Source: an optimization exercise on an open RTL-to-GDS flow (aim: small area, a short achievable clock period and few clock cycles). Production flows keep margins and buffers that such runs may drop.
In this exercise RTL edits were held to simulation tests only and were not proved equivalent to the original.

==> inputs of run a <==
Design bankers_safety_check, start of the top module:
module bankers_safety_check (
  input  wire         clk_i,
  input  wire         rst_ni,
  input  wire         psel,
  input  wire         penable,
  input  wire         pwrite,
  input  wire  [2:0]  paddr,
  input  wire  [31:0] pwdata,
  output logic [31:0] prdata,
  output logic        pready,
  input  wire         s_axis_tvalid,
  output logic        s_axis_tready,
  input  wire  [15:0] s_axis_tdata,
  input  wire  [2:0]  s_axis_tuser,
  input  wire         s_axis_tlast,
  output logic        m_axis_tvalid,
  input  wire         m_axis_tready,
  output logic [7:0]  m_axis_tdata,
  output logic [0:0]  m_axis_tuser,
  output logic        m_axis_tlast
);
clock: 8.0 ns
lec_check: 0
cap_margin: 20
core_margin: 2
core_utilization: 40
setup_slack_margin: 3.0
slew_margin: 20
run.sh (not shown) runs the stock make flow with config.mk's settings and CLKGATE_MAP_FILE= SYNTH_SCRIPT=/design/flow/synth_recipe.tcl, a recipe that flattens the netlist after the stock synthesis.
==> run b (differences from run a) <==
--- a/flow/design.v
+++ b/flow/design.v
@@ -84,30 +84,46 @@
       num_res_q  <= 4'd1;
     end else if (cfg_wr) begin
       if (!paddr[2]) num_proc_q <= pwdata[4:0];
       else           num_res_q  <= pwdata[3:0];
     end
   end
   assign prdata = paddr[2] ? {28'd0, num_res_q} : {27'd0, num_proc_q};
-  logic [4:0]    np;
-  logic [NP-1:0] pmask;    
-  logic [NR-1:0] rmask;    
-  assign np = (num_proc_q == 5'd0) ? 5'd1 : (num_proc_q > 5'd16) ? 5'd16 : num_proc_q;
+  logic [4:0]    np, np_d;
+  logic [3:0]    npm1;               
+  logic [NP-1:0] pmask, pmask_d;     
+  logic [NR-1:0] rmask;              
   always_comb begin
-    for (int i = 0; i < NP; i++) pmask[i] = (i < np);
-    for (int j = 0; j < NR; j++) rmask[j] = (j == 0) || (j < num_res_q);
+    np_d = np;
+    if (cfg_wr && !paddr[2])
+      np_d = (pwdata[4:0] == 5'd0) ? 5'd1 : (pwdata[4:0] > 5'd16) ? 5'd16 : pwdata[4:0];
+    for (int i = 0; i < NP; i++) pmask_d[i] = (i < np_d);
+  end
+  always_ff @(posedge clk_i or negedge rst_ni) begin
+    if (!rst_ni) begin
+      np    <= 5'd1;
+      npm1  <= 4'd0;
+      pmask <= 16'h0001;
+      rmask <= 8'h01;
+    end else if (cfg_wr) begin
+      np    <= np_d;
+      npm1  <= 4'(np_d - 5'd1);
+      pmask <= pmask_d;
+      if (paddr[2])
+        for (int j = 0; j < NR; j++) rmask[j] <= (j == 0) || (j < pwdata[3:0]);
+    end
   end
   logic          ir_v, ir_last;
   logic [2:0]    ir_mode;
-  logic [3:0]    ir_p;
   logic [7:0]    ir_amt;
   logic [NP-1:0] ir_psel, ir_pnext;
   logic [NR-1:0] ir_rsel;
   logic          ir_free, ir_start;    
   logic          ir_rql;               
+  logic          ir_pok;               
   logic [NP-1:0] ir_aen;               
   logic          consume, in_acc, rdy_q;
   assign s_axis_tready = rdy_q;
   assign in_acc = s_axis_tvalid && rdy_q;
   always_ff @(posedge clk_i or negedge rst_ni) begin
     if (!rst_ni) begin
       ir_v <= 1'b0;
@@ -122,17 +138,17 @@
     ir_free_d  = in_acc ? (s_axis_tuser[2] && s_axis_tuser != bsc_pkg::MODE_REQUEST) ||
                           (s_axis_tuser == bsc_pkg::MODE_REQUEST && !s_axis_tlast) : ir_free;
     ir_start_d = in_acc ? s_axis_tuser == bsc_pkg::MODE_CHECK ||
                           (s_axis_tuser == bsc_pkg::MODE_REQUEST && s_axis_tlast) : ir_start;
   end
   always_ff @(posedge clk_i) begin
     ir_psel <= ir_pnext;
+    ir_pok  <= |(ir_pnext & pmask_d);
     if (in_acc) begin
       ir_mode  <= s_axis_tuser;
-      ir_p     <= s_axis_tdata[3:0];
       ir_amt   <= s_axis_tdata[14:7];
       ir_last  <= s_axis_tlast;
       ir_free  <= ir_free_d;
       ir_start <= ir_start_d;
       ir_rql   <= s_axis_tuser == bsc_pkg::MODE_REQUEST && s_axis_tlast;
       for (int i = 0; i < NP; i++)
         ir_aen[i] <= s_axis_tuser == bsc_pkg::MODE_LOAD_ALLOC && s_axis_tdata[3:0] == 4'(i);
@@ -177,15 +193,15 @@
   assign exec_chk = exec && ir_mode == bsc_pkg::MODE_CHECK;
   assign exec_rq  = exec && ir_rql;
   logic loop;
   assign loop = (state_q == S_PICK);
   logic [NP-1:0] fsel, asel, fsel_q;
   logic [7:0]    arow [NR];
   logic [8:0]    drow [NR];
-  assign asel = is_add_q ? fsel_q : xsel_q;
+  assign asel = fsel_q | xsel_q;    
   always_comb begin
     for (int j = 0; j < NR; j++) begin
       arow[j] = '0; drow[j] = '0;
       for (int i = 0; i < NP; i++) begin
         arow[j] |= {8{asel[i]}} & alloc_q[i][j];
         drow[j] |= {9{xsel_q[i]}} & diff_q[i][j];
       end
@@ -229,22 +245,22 @@
       pre_nh[i] = pre_nh[i-1] | nhi[i-1];
     end
     nsel  = (|nhi) ? (nhi & ~pre_nh) : (nu & ~pre_n);
     ncont = |(nsel & fits_q);
     nidx  = '0;
     for (int i = 0; i < NP; i++) if (nsel[i]) nidx |= 4'(i);
   end
-  logic need_bad, avail_bad;
+  logic [NR-1:0] need_bad, avail_bad, nbad_v_q, abad_v_q;
   always_comb begin
-    need_bad = 1'b0; avail_bad = 1'b0;
     for (int j = 0; j < NR; j++) begin
-      if (rmask[j] && (drow[j][8] ? (gq[j] != 8'd0) : !le8(gq[j], drow[j][7:0])))
-        need_bad = 1'b1;
-      if (rmask[j] && !le8(gq[j], avail_q[j])) avail_bad = 1'b1;
+      need_bad[j]  = rmask[j] && (drow[j][8] ? (gq[j] != 8'd0) : !le8(gq[j], drow[j][7:0]));
+      avail_bad[j] = rmask[j] && !le8(gq[j], avail_q[j]);
     end
+    nbad_q = |nbad_v_q;
+    abad_q = |abad_v_q;
   end
   logic          ld_max_q;
   logic [NP-1:0] ld_psel_q;
   logic [NR-1:0] ld_rsel_q;
   logic [7:0]    ld_amt_q, ld_a_q, ld_d_q;
   logic [7:0]    a_old, d_old, ld_m, fwd_m;
   logic [8:0]    d_new;
@@ -265,26 +281,26 @@
   logic [1:0] post_code;
   logic       grant, rback;
   logic       ld_alloc, ld_max, ld_avail, ld_req;
   assign ld_alloc = exec && ir_mode == bsc_pkg::MODE_LOAD_ALLOC;
   assign ld_max   = exec && ir_mode == bsc_pkg::MODE_LOAD_MAX;
   assign ld_avail = exec && ir_mode == bsc_pkg::MODE_LOAD_AVAIL;
   assign ld_req   = exec && ir_mode == bsc_pkg::MODE_REQUEST;
-  assign slast = ({1'b0, cnt_q} + 5'd1 == np);
+  assign slast = cnt_q == npm1;
   assign fin_a = loop && found && !slast && !run_busy_q && allfit;
   assign fin_b = is_add_q && !slast && !run_busy_q && &(fits_q | fin_q);
   always_comb begin
     state_d = state_q;
     post = 1'b0; post_safe = 1'b0; post_vd = 1'b0; post_code = bsc_pkg::ST_SAFE;
     grant = 1'b0; rback = 1'b0; step = 1'b0;
     unique case (state_q)
       S_IDLE: begin
         if (exec_chk) state_d = S_PICK;
         if (exec_rq) begin
-          if ({1'b0, ir_p} >= np) begin
+          if (!ir_pok) begin
             post = 1'b1; post_vd = 1'b1; post_code = bsc_pkg::ST_OVER_NEED;
           end else begin
             grant = 1'b1; state_d = S_RQ2;
           end
         end
       end
       S_RQ2: begin
@@ -390,20 +406,20 @@
     ld_max_q  <= ld_max;
     ld_psel_q <= ir_psel;
     ld_rsel_q <= ir_rsel;
     ld_amt_q  <= ir_amt;
     ld_a_q    <= (fwd && !ld_max) ? 8'd0 : a_old;
     ld_d_q    <= fwd ? fwd_m : d_old;
     if (is_idle_q) begin
-      nbad_q <= need_bad;
-      abad_q <= avail_bad;
+      nbad_v_q <= need_bad;
+      abad_v_q <= avail_bad;
     end
   end
   always_ff @(posedge clk_i) begin
-    fsel_q <= ssel;
+    fsel_q <= (state_d == S_ADD) ? ssel : '0;
     fits_q <= fits;
     if (is_add_q && (state_d == S_ADD || state_d == S_CMP)) begin
       for (int j = 0; j < NR; j++) begin
         logic [8:0] s;
         s = 9'(add9({1'b0, work_q[j][7:0]}, {1'b0, arow[j]}, 1'b0));
         work_q[j] <= (work_q[j][8] || s[8]) ? 9'h100 : s;
       end
@@ -427,17 +443,18 @@
       end
       if (exec_rq) begin
         rsel_q <= ir_psel;
         rq_q   <= 1'b1;
       end else if (exec_chk) begin
         rq_q   <= 1'b0;
       end
-      if (state_d == S_RQ2)     xsel_q <= ir_psel;
-      else if (state_d == S_RB) xsel_q <= rsel_q;
-      else                      xsel_q <= ir_pnext;
+      if (state_d == S_RQ2)      xsel_q <= ir_psel;
+      else if (state_d == S_RB)  xsel_q <= rsel_q;
+      else if (state_d == S_ADD) xsel_q <= '0;
+      else                       xsel_q <= ir_pnext;
     end
   end
   logic          out_free, q_pop, q_we, q_nonempty;
   logic [QW:0]   q_wp_d, q_rp_d, q_cnt_d;
   logic          q_room_d;
   logic [QW-1:0] q_wa;
   logic [5:0]    q_wd, q_head;
Settings changed: CORE_UTILIZATION 40 to 55, PLACE_DENSITY set to 0.68, SETUP_SLACK_MARGIN 3.0 to 4.1.
==> run c (differences from run a) <==
--- a/flow/design.v
+++ b/flow/design.v
@@ -35,14 +35,43 @@
     logic need_bad;
     logic avail_bad;
     logic out_free;
   } stat_t;
 endpackage
 `default_nettype wire
 `default_nettype none
+module bsc_fits #(
+  parameter int NP = 16,
+  parameter int NR = 8
+) (
+  input  wire  [NP*NR*9-1:0] diff_i,     
+  input  wire  [NR*9-1:0]    work_i,     
+  input  wire  [NR-1:0]      rmask_i,    
+  output logic [NP-1:0]      fits_o
+);
+  function automatic logic le8(input logic [7:0] a, input logic [7:0] b);
+    logic c;
+    c = 1'b1;
+    for (int k = 0; k < 8; k++) c = (~a[k] & b[k]) | (~a[k] & c) | (b[k] & c);
+    le8 = c;
+  endfunction
+  always_comb begin
+    for (int i = 0; i < NP; i++) begin
+      fits_o[i] = 1'b1;
+      for (int j = 0; j < NR; j++) begin
+        logic [8:0] d, w;
+        d = diff_i[(i*NR+j)*9 +: 9];
+        w = work_i[j*9 +: 9];
+        if (rmask_i[j] && !d[8] && !w[8] && !le8(d[7:0], w[7:0])) fits_o[i] = 1'b0;
+      end
+    end
+  end
+endmodule
+`default_nettype wire
+`default_nettype none
 module bankers_safety_check (
   input  wire         clk_i,
   input  wire         rst_ni,
   input  wire         psel,
   input  wire         penable,
   input  wire         pwrite,
   input  wire  [2:0]  paddr,
@@ -84,30 +113,46 @@
       num_res_q  <= 4'd1;
     end else if (cfg_wr) begin
       if (!paddr[2]) num_proc_q <= pwdata[4:0];
       else           num_res_q  <= pwdata[3:0];
     end
   end
   assign prdata = paddr[2] ? {28'd0, num_res_q} : {27'd0, num_proc_q};
-  logic [4:0]    np;
-  logic [NP-1:0] pmask;    
-  logic [NR-1:0] rmask;    
-  assign np = (num_proc_q == 5'd0) ? 5'd1 : (num_proc_q > 5'd16) ? 5'd16 : num_proc_q;
+  logic [4:0]    np, np_d;
+  logic [3:0]    npm1;               
+  logic [NP-1:0] pmask, pmask_d;     
+  logic [NR-1:0] rmask;              
   always_comb begin
-    for (int i = 0; i < NP; i++) pmask[i] = (i < np);
-    for (int j = 0; j < NR; j++) rmask[j] = (j == 0) || (j < num_res_q);
+    np_d = np;
+    if (cfg_wr && !paddr[2])
+      np_d = (pwdata[4:0] == 5'd0) ? 5'd1 : (pwdata[4:0] > 5'd16) ? 5'd16 : pwdata[4:0];
+    for (int i = 0; i < NP; i++) pmask_d[i] = (i < np_d);
+  end
+  always_ff @(posedge clk_i or negedge rst_ni) begin
+    if (!rst_ni) begin
+      np    <= 5'd1;
+      npm1  <= 4'd0;
+      pmask <= 16'h0001;
+      rmask <= 8'h01;
+    end else if (cfg_wr) begin
+      np    <= np_d;
+      npm1  <= 4'(np_d - 5'd1);
+      pmask <= pmask_d;
+      if (paddr[2])
+        for (int j = 0; j < NR; j++) rmask[j] <= (j == 0) || (j < pwdata[3:0]);
+    end
   end
   logic          ir_v, ir_last;
   logic [2:0]    ir_mode;
-  logic [3:0]    ir_p;
   logic [7:0]    ir_amt;
   logic [NP-1:0] ir_psel, ir_pnext;
   logic [NR-1:0] ir_rsel;
   logic          ir_free, ir_start;    
   logic          ir_rql;               
+  logic          ir_pok;               
   logic [NP-1:0] ir_aen;               
   logic          consume, in_acc, rdy_q;
   assign s_axis_tready = rdy_q;
   assign in_acc = s_axis_tvalid && rdy_q;
   always_ff @(posedge clk_i or negedge rst_ni) begin
     if (!rst_ni) begin
       ir_v <= 1'b0;
@@ -122,17 +167,17 @@
     ir_free_d  = in_acc ? (s_axis_tuser[2] && s_axis_tuser != bsc_pkg::MODE_REQUEST) ||
                           (s_axis_tuser == bsc_pkg::MODE_REQUEST && !s_axis_tlast) : ir_free;
     ir_start_d = in_acc ? s_axis_tuser == bsc_pkg::MODE_CHECK ||
                           (s_axis_tuser == bsc_pkg::MODE_REQUEST && s_axis_tlast) : ir_start;
   end
   always_ff @(posedge clk_i) begin
     ir_psel <= ir_pnext;
+    ir_pok  <= |(ir_pnext & pmask_d);
     if (in_acc) begin
       ir_mode  <= s_axis_tuser;
-      ir_p     <= s_axis_tdata[3:0];
       ir_amt   <= s_axis_tdata[14:7];
       ir_last  <= s_axis_tlast;
       ir_free  <= ir_free_d;
       ir_start <= ir_start_d;
       ir_rql   <= s_axis_tuser == bsc_pkg::MODE_REQUEST && s_axis_tlast;
       for (int i = 0; i < NP; i++)
         ir_aen[i] <= s_axis_tuser == bsc_pkg::MODE_LOAD_ALLOC && s_axis_tdata[3:0] == 4'(i);
@@ -177,34 +222,41 @@
   assign exec_chk = exec && ir_mode == bsc_pkg::MODE_CHECK;
   assign exec_rq  = exec && ir_rql;
   logic loop;
   assign loop = (state_q == S_PICK);
   logic [NP-1:0] fsel, asel, fsel_q;
   logic [7:0]    arow [NR];
   logic [8:0]    drow [NR];
-  assign asel = is_add_q ? fsel_q : xsel_q;
+  assign asel = fsel_q | xsel_q;    
   always_comb begin
     for (int j = 0; j < NR; j++) begin
       arow[j] = '0; drow[j] = '0;
       for (int i = 0; i < NP; i++) begin
         arow[j] |= {8{asel[i]}} & alloc_q[i][j];
         drow[j] |= {9{xsel_q[i]}} & diff_q[i][j];
       end
     end
   end
   logic [NP-1:0] fits, cand, hi, pre_c, pre_h, sel_c, sel_h;
   logic          found, any_hi, allfit;
   logic [3:0]    fidx;
+  logic [NP*NR*9-1:0] diff_flat;
+  logic [NR*9-1:0]    work_flat;
+  always_comb begin
+    for (int i = 0; i < NP; i++)
+      for (int j = 0; j < NR; j++) diff_flat[(i*NR+j)*9 +: 9] = diff_q[i][j];
+    for (int j = 0; j < NR; j++) work_flat[j*9 +: 9] = work_q[j];
+  end
+  bsc_fits #(.NP(NP), .NR(NR)) u_fits (
+    .diff_i  (diff_flat),
+    .work_i  (work_flat),
+    .rmask_i (rmask),
+    .fits_o  (fits)
+  );
   always_comb begin
-    for (int i = 0; i < NP; i++) begin
-      fits[i] = 1'b1;
-      for (int j = 0; j < NR; j++)
-        if (rmask[j] && !diff_q[i][j][8] && !work_q[j][8] && !le8(diff_q[i][j][7:0], work_q[j][7:0]))
-          fits[i] = 1'b0;
-    end
     cand = fits_q & ~fin_q;
     hi   = fits_q & hiok_q;
     pre_c[0] = 1'b0; pre_h[0] = 1'b0;
     for (int i = 1; i < NP; i++) begin
       pre_c[i] = pre_c[i-1] | cand[i-1];
       pre_h[i] = pre_h[i-1] | hi[i-1];
     end
@@ -229,22 +281,22 @@
       pre_nh[i] = pre_nh[i-1] | nhi[i-1];
     end
     nsel  = (|nhi) ? (nhi & ~pre_nh) : (nu & ~pre_n);
     ncont = |(nsel & fits_q);
     nidx  = '0;
     for (int i = 0; i < NP; i++) if (nsel[i]) nidx |= 4'(i);
   end
-  logic need_bad, avail_bad;
+  logic [NR-1:0] need_bad, avail_bad, nbad_v_q, abad_v_q;
   always_comb begin
-    need_bad = 1'b0; avail_bad = 1'b0;
     for (int j = 0; j < NR; j++) begin
-      if (rmask[j] && (drow[j][8] ? (gq[j] != 8'd0) : !le8(gq[j], drow[j][7:0])))
-        need_bad = 1'b1;
-      if (rmask[j] && !le8(gq[j], avail_q[j])) avail_bad = 1'b1;
+      need_bad[j]  = rmask[j] && (drow[j][8] ? (gq[j] != 8'd0) : !le8(gq[j], drow[j][7:0]));
+      avail_bad[j] = rmask[j] && !le8(gq[j], avail_q[j]);
     end
+    nbad_q = |nbad_v_q;
+    abad_q = |abad_v_q;
   end
   logic          ld_max_q;
   logic [NP-1:0] ld_psel_q;
   logic [NR-1:0] ld_rsel_q;
   logic [7:0]    ld_amt_q, ld_a_q, ld_d_q;
   logic [7:0]    a_old, d_old, ld_m, fwd_m;
   logic [8:0]    d_new;
@@ -265,26 +317,26 @@
   logic [1:0] post_code;
   logic       grant, rback;
   logic       ld_alloc, ld_max, ld_avail, ld_req;
   assign ld_alloc = exec && ir_mode == bsc_pkg::MODE_LOAD_ALLOC;
   assign ld_max   = exec && ir_mode == bsc_pkg::MODE_LOAD_MAX;
   assign ld_avail = exec && ir_mode == bsc_pkg::MODE_LOAD_AVAIL;
   assign ld_req   = exec && ir_mode == bsc_pkg::MODE_REQUEST;
-  assign slast = ({1'b0, cnt_q} + 5'd1 == np);
+  assign slast = cnt_q == npm1;
   assign fin_a = loop && found && !slast && !run_busy_q && allfit;
   assign fin_b = is_add_q && !slast && !run_busy_q && &(fits_q | fin_q);
   always_comb begin
     state_d = state_q;
     post = 1'b0; post_safe = 1'b0; post_vd = 1'b0; post_code = bsc_pkg::ST_SAFE;
     grant = 1'b0; rback = 1'b0; step = 1'b0;
     unique case (state_q)
       S_IDLE: begin
         if (exec_chk) state_d = S_PICK;
         if (exec_rq) begin
-          if ({1'b0, ir_p} >= np) begin
+          if (!ir_pok) begin
             post = 1'b1; post_vd = 1'b1; post_code = bsc_pkg::ST_OVER_NEED;
           end else begin
             grant = 1'b1; state_d = S_RQ2;
           end
         end
       end
       S_RQ2: begin
@@ -390,20 +442,20 @@
     ld_max_q  <= ld_max;
     ld_psel_q <= ir_psel;
     ld_rsel_q <= ir_rsel;
     ld_amt_q  <= ir_amt;
     ld_a_q    <= (fwd && !ld_max) ? 8'd0 : a_old;
     ld_d_q    <= fwd ? fwd_m : d_old;
     if (is_idle_q) begin
-      nbad_q <= need_bad;
-      abad_q <= avail_bad;
+      nbad_v_q <= need_bad;
+      abad_v_q <= avail_bad;
     end
   end
   always_ff @(posedge clk_i) begin
-    fsel_q <= ssel;
+    fsel_q <= (state_d == S_ADD) ? ssel : '0;
     fits_q <= fits;
     if (is_add_q && (state_d == S_ADD || state_d == S_CMP)) begin
       for (int j = 0; j < NR; j++) begin
         logic [8:0] s;
         s = 9'(add9({1'b0, work_q[j][7:0]}, {1'b0, arow[j]}, 1'b0));
         work_q[j] <= (work_q[j][8] || s[8]) ? 9'h100 : s;
       end
@@ -427,17 +479,18 @@
       end
       if (exec_rq) begin
         rsel_q <= ir_psel;
         rq_q   <= 1'b1;
       end else if (exec_chk) begin
         rq_q   <= 1'b0;
       end
-      if (state_d == S_RQ2)     xsel_q <= ir_psel;
-      else if (state_d == S_RB) xsel_q <= rsel_q;
-      else                      xsel_q <= ir_pnext;
+      if (state_d == S_RQ2)      xsel_q <= ir_psel;
+      else if (state_d == S_RB)  xsel_q <= rsel_q;
+      else if (state_d == S_ADD) xsel_q <= '0;
+      else                       xsel_q <= ir_pnext;
     end
   end
   logic          out_free, q_pop, q_we, q_nonempty;
   logic [QW:0]   q_wp_d, q_rp_d, q_cnt_d;
   logic          q_room_d;
   logic [QW-1:0] q_wa;
   logic [5:0]    q_wd, q_head;
Settings changed: CORE_UTILIZATION 40 to 50, PLACE_DENSITY set to 0.65, SETUP_SLACK_MARGIN 3.0 to 3.8, SYNTH_HIERARCHICAL set to 1.
==> comparison <==
- Clock skew: run a is higher than run c (45 ps).
- Between run c and run a, the lower setup slack is in run a (gap 800 ps).
- The lowest hold slack belongs to run c, the highest to run b.
- Maximum frequency: run b > run c > run a.
Testbench counts of run a, summed over its fixed seeds: cycles 10,997.
Testbench counts of run b, summed over its fixed seeds: cycles 10,997.
Testbench counts of run c, summed over its fixed seeds: cycles 10,997.

## what the ideal ports hide
The flow's constraints put no driver on any port. The routed layouts listed below were extracted and timed again, unchanged, in two steps.
Step 1: set_driving_cell puts a clkbuf_16 on clk_i and a buf_2 on each other input, an assumption about the parent block.
Step 2 times the ports against the registers' clock, not the clock port: input delays grow and output delays shrink by t, the midpoint of the rising clock arrivals with the driver on.
a / b / c = ideal ports / drivers / drivers and shift; a / b = the first two.
run | shift t [ns] | slack for setup (ns) | hold WS [ns] | worst setup path at the end | pins driven straight from the clock port
run a | 1.053 | 2.727 / 2.727 / 2.727 | 0.413 / 0.413 / 0.413 | register to register | 1
run b | 1.031 | 3.676 / 3.676 / 3.275 | 0.424 / 0.424 / 0.424 | input to register | 1
run c | 1.047 | 3.529 / 3.529 / 3.030 | 0.412 / 0.412 / 0.412 | input to register | 1
After both steps every run listed still meets setup and hold. The setup slack of run c, which loses most, moves by 0.000 ns with the drivers and by -0.499 ns with both steps.
